Context: an optimization exercise on an open-source flow, tuned for small area. The choices shown serve that exercise and are no tape-out recipe. The RTL was checked by simulation tests, not by an equivalence proof against the original design. Power is estimated from default activity; no workload was simulated.

==> nickel <==
## regfile_mp
module regfile_mp #(
  parameter int DATA_W   = 32,
  parameter int ADDR_W   = 5,
  parameter int NUM_RD   = 4,
  parameter int ZERO_REG = 1
) (
  input  logic                     clk_i,
  input  logic                     rst_i,
  output logic                     ready_o,
  input  logic                     we0_i,
  input  logic [ADDR_W-1:0]        waddr0_i,
  input  logic [DATA_W-1:0]        wdata0_i,
  input  logic                     we1_i,
  input  logic [ADDR_W-1:0]        waddr1_i,
  input  logic [DATA_W-1:0]        wdata1_i,
  input  logic [NUM_RD*ADDR_W-1:0] raddr_i,
  output logic [NUM_RD*DATA_W-1:0] rdata_o
);
  localparam int DEPTH = 2 ** ADDR_W;
  logic [ADDR_W-1:0] clr_cnt_q;
  logic              ready_q;
  logic              g_q;
  logic [DATA_W-1:0] a0n_s, a1n_s;
  always_ff @(posedge clk_i) begin
    if (rst_i) begin
      clr_cnt_q <= '0;
      ready_q   <= 1'b0;
    end else begin
      clr_cnt_q <= clr_cnt_q + ADDR_W'(1);
      if (&clr_cnt_q) ready_q <= 1'b1;
    end
  end
  always_ff @(posedge clk_i) begin
    g_q <= ready_q ? ~g_q : 1'b1;
  end
  assign a0n_s = ~(wdata0_i ^ {DATA_W{g_q}});
  assign a1n_s = ~(wdata1_i ^ {DATA_W{g_q}});
  logic [30:0] xb_s [DATA_W];
  for (genvar r = 1; r < DEPTH; r++) begin : g_ent
    logic              s1, s0, s1n, s0n, h;
    logic [DATA_W-1:0] x_q, x_d, u_s;
    assign s1  = ready_q && we1_i && (waddr1_i == ADDR_W'(r));
    assign s0  = ready_q && we0_i && (waddr0_i == ADDR_W'(r)) && !s1;
    assign s1n = !s1;
    assign s0n = !s0;
    assign h   = ready_q && !s1 && !s0;
    for (genvar b = 0; b < DATA_W; b++) begin : g_bit
      regfile_mp_oai22 u_wl (.a0(s1n), .b0(a1n_s[b]), .a1(s0n), .b1(a0n_s[b]), .y(u_s[b]));
      regfile_mp_aoi21 u_wh (.a0(h), .a1(x_q[b]), .b(u_s[b]), .y(x_d[b]));
      assign xb_s[b][r-1] = x_q[b];
    end
    always_ff @(posedge clk_i) begin
      x_q <= x_d;
    end
  end
  for (genvar k = 0; k < NUM_RD; k++) begin : g_rd
    logic [ADDR_W-1:0] raddr_s;
    logic [30:0]       seln_s;
    logic              p_s;
  ...
==> flow/config.mk <==
export PLATFORM = sky130hd
export DESIGN_NAME = regfile_mp
export DESIGN_NICKNAME = regfile_mp
export VERILOG_FILES = /design/flow/design.v
export SDC_FILE = /design/flow/constraint.sdc
export NUM_CORES = 4
export LEC_CHECK = 0
export CAP_MARGIN = 0
export CORE_MARGIN = 2
export CORE_UTILIZATION = 35
export PLACE_DENSITY = 0.5
export SLEW_MARGIN = 0
export SYNTH_HIERARCHICAL = 1
==> flow/constraint.sdc <==
create_clock -name core_clock -period 6.0 [get_ports {clk_i}]
set_input_delay 1.2000 -clock core_clock [delete_from_list [all_inputs] [get_ports {clk_i}]]
set_output_delay 1.2000 -clock core_clock [all_outputs]
set_load 0.01 [all_outputs]
standard.sh (not shown) runs the stock make flow with config.mk's settings and CLKGATE_MAP_FILE= SYNTH_SCRIPT=/design/flow/synth_recipe.tcl, a recipe that flattens the netlist after the stock synthesis.
==> flow/flow/run.sh <==
#!/bin/bash
# Own layout flow: the standard ORFS flow (standard.sh) with these changes:
#  - port buffers are buf_2 cells instead of the resizer's default choice;
#  - clock tree synthesis without dummy loads, with clkbuf_4/clkbuf_8 and larger sink clusters;
#  - before global placement, combinational cells are set back to their smallest variant
#    (flow/downsize.tcl); repair_design and repair_timing size up where needed;
#  - global routing leaves more of met1 free for pin access (flow/fastroute.tcl).
# The make output goes to flow_make.log; each ORFS step keeps its own log under orfs/logs/.
set -euo pipefail
cd "$(dirname "${BASH_SOURCE[0]}")/.."
W=$PWD
bash standard.sh \
  "BUFFER_PORTS_ARGS=-buffer_cell sky130_fd_sc_hd__buf_2" \
  "CTS_ARGS=-sink_clustering_enable -repair_clock_nets -dont_use_dummy_load -buf_list {sky130_fd_sc_hd__clkbuf_4 sky130_fd_sc_hd__clkbuf_8} -sink_clustering_size 30 -sink_clustering_max_diameter 60" \
  "PRE_GLOBAL_PLACE_TCL=$W/flow/downsize.tcl" \
  "FASTROUTE_TCL=$W/flow/fastroute.tcl" \
  finish > "$W/flow_make.log" 2>&1
Other scripts of this flow, unchanged in this note and not shown: flow/flow/downsize.tcl, flow/flow/fastroute.tcl
==> inputs of quartz, as changes to nickel <==
CAP_MARGIN = 20   (was 0)
SETUP_SLACK_MARGIN = 0.45   (was default)
SLEW_MARGIN = 20   (was 0)
==> run summary <==
item	nickel	quartz
Area of combinational cells with multiple inputs	32,700 µm²	32,800 µm²
Cell count of the worst reg-to-reg path	7	6
P_clk	4.79 mW	4.61 mW
First-pass GRT wire length	686,000 µm	688,000 µm
Met2 layer wire length in the routed design	190,000 µm	190,000 µm
Number of global-route vias before repair	83,800	83,600
Result of the run	complete, but fails checks	no timing/DRC/antenna violations
Layout check failures	setup timing	-
Final Routed Wirelength	503,000 µm	503,000 µm
Clock Latency Late Sink	990 ps	1070 ps
Clock H-tree levels	4	3
LEAKAGE	19.6 nW	19.8 nW
Worst setup endpoint	rdata_o[122]	rdata_o[84]
Power attributed to combinational cells	0.577 mW	0.580 mW
Final standard cell utilization of the core	38.3%	38.4%
Pwr dens	188 nW/µm²	185 nW/µm²
Worst path bufs/invs	2	4
Number of standard cells in the layout, taps in and fillers out	9,453	9,449
Worst Skew	62.2 ps	98.1 ps
Initial antenna violation count	57	60

-- port drivers added, routing unchanged --
Ports are ideal in the flow. The routed layouts listed here were re-timed in OpenROAD. Step 1 sets driving cells, clkbuf_16 on the clock port and buf_2 on the other inputs (assumed; they add their load-dependent delay and slew). Step 2 moves the port delays by t, midway between the first and last clock arrival at a register: inputs arrive t later, outputs are due t later. That takes back most of the time a late clock gives input paths. Slacks: ideal ports / drivers / drivers and shift; pairs: ideal ports / drivers.
run	t, ns	slack for setup (ns)	worst setup path at the end	slew at the worst register clock pin (ns)	worst slew at a driven data input, ns
nickel	1.071	-0.001 / -0.093 / -0.046	input to output	0.12 / 0.12	0.34
quartz	1.091	0.165 / 0.053 / 0.053	input to output	0.11 / 0.11	0.35
The setup slack of quartz, which loses most, moves by -0.112 ns with the drivers and by -0.112 ns with both steps.
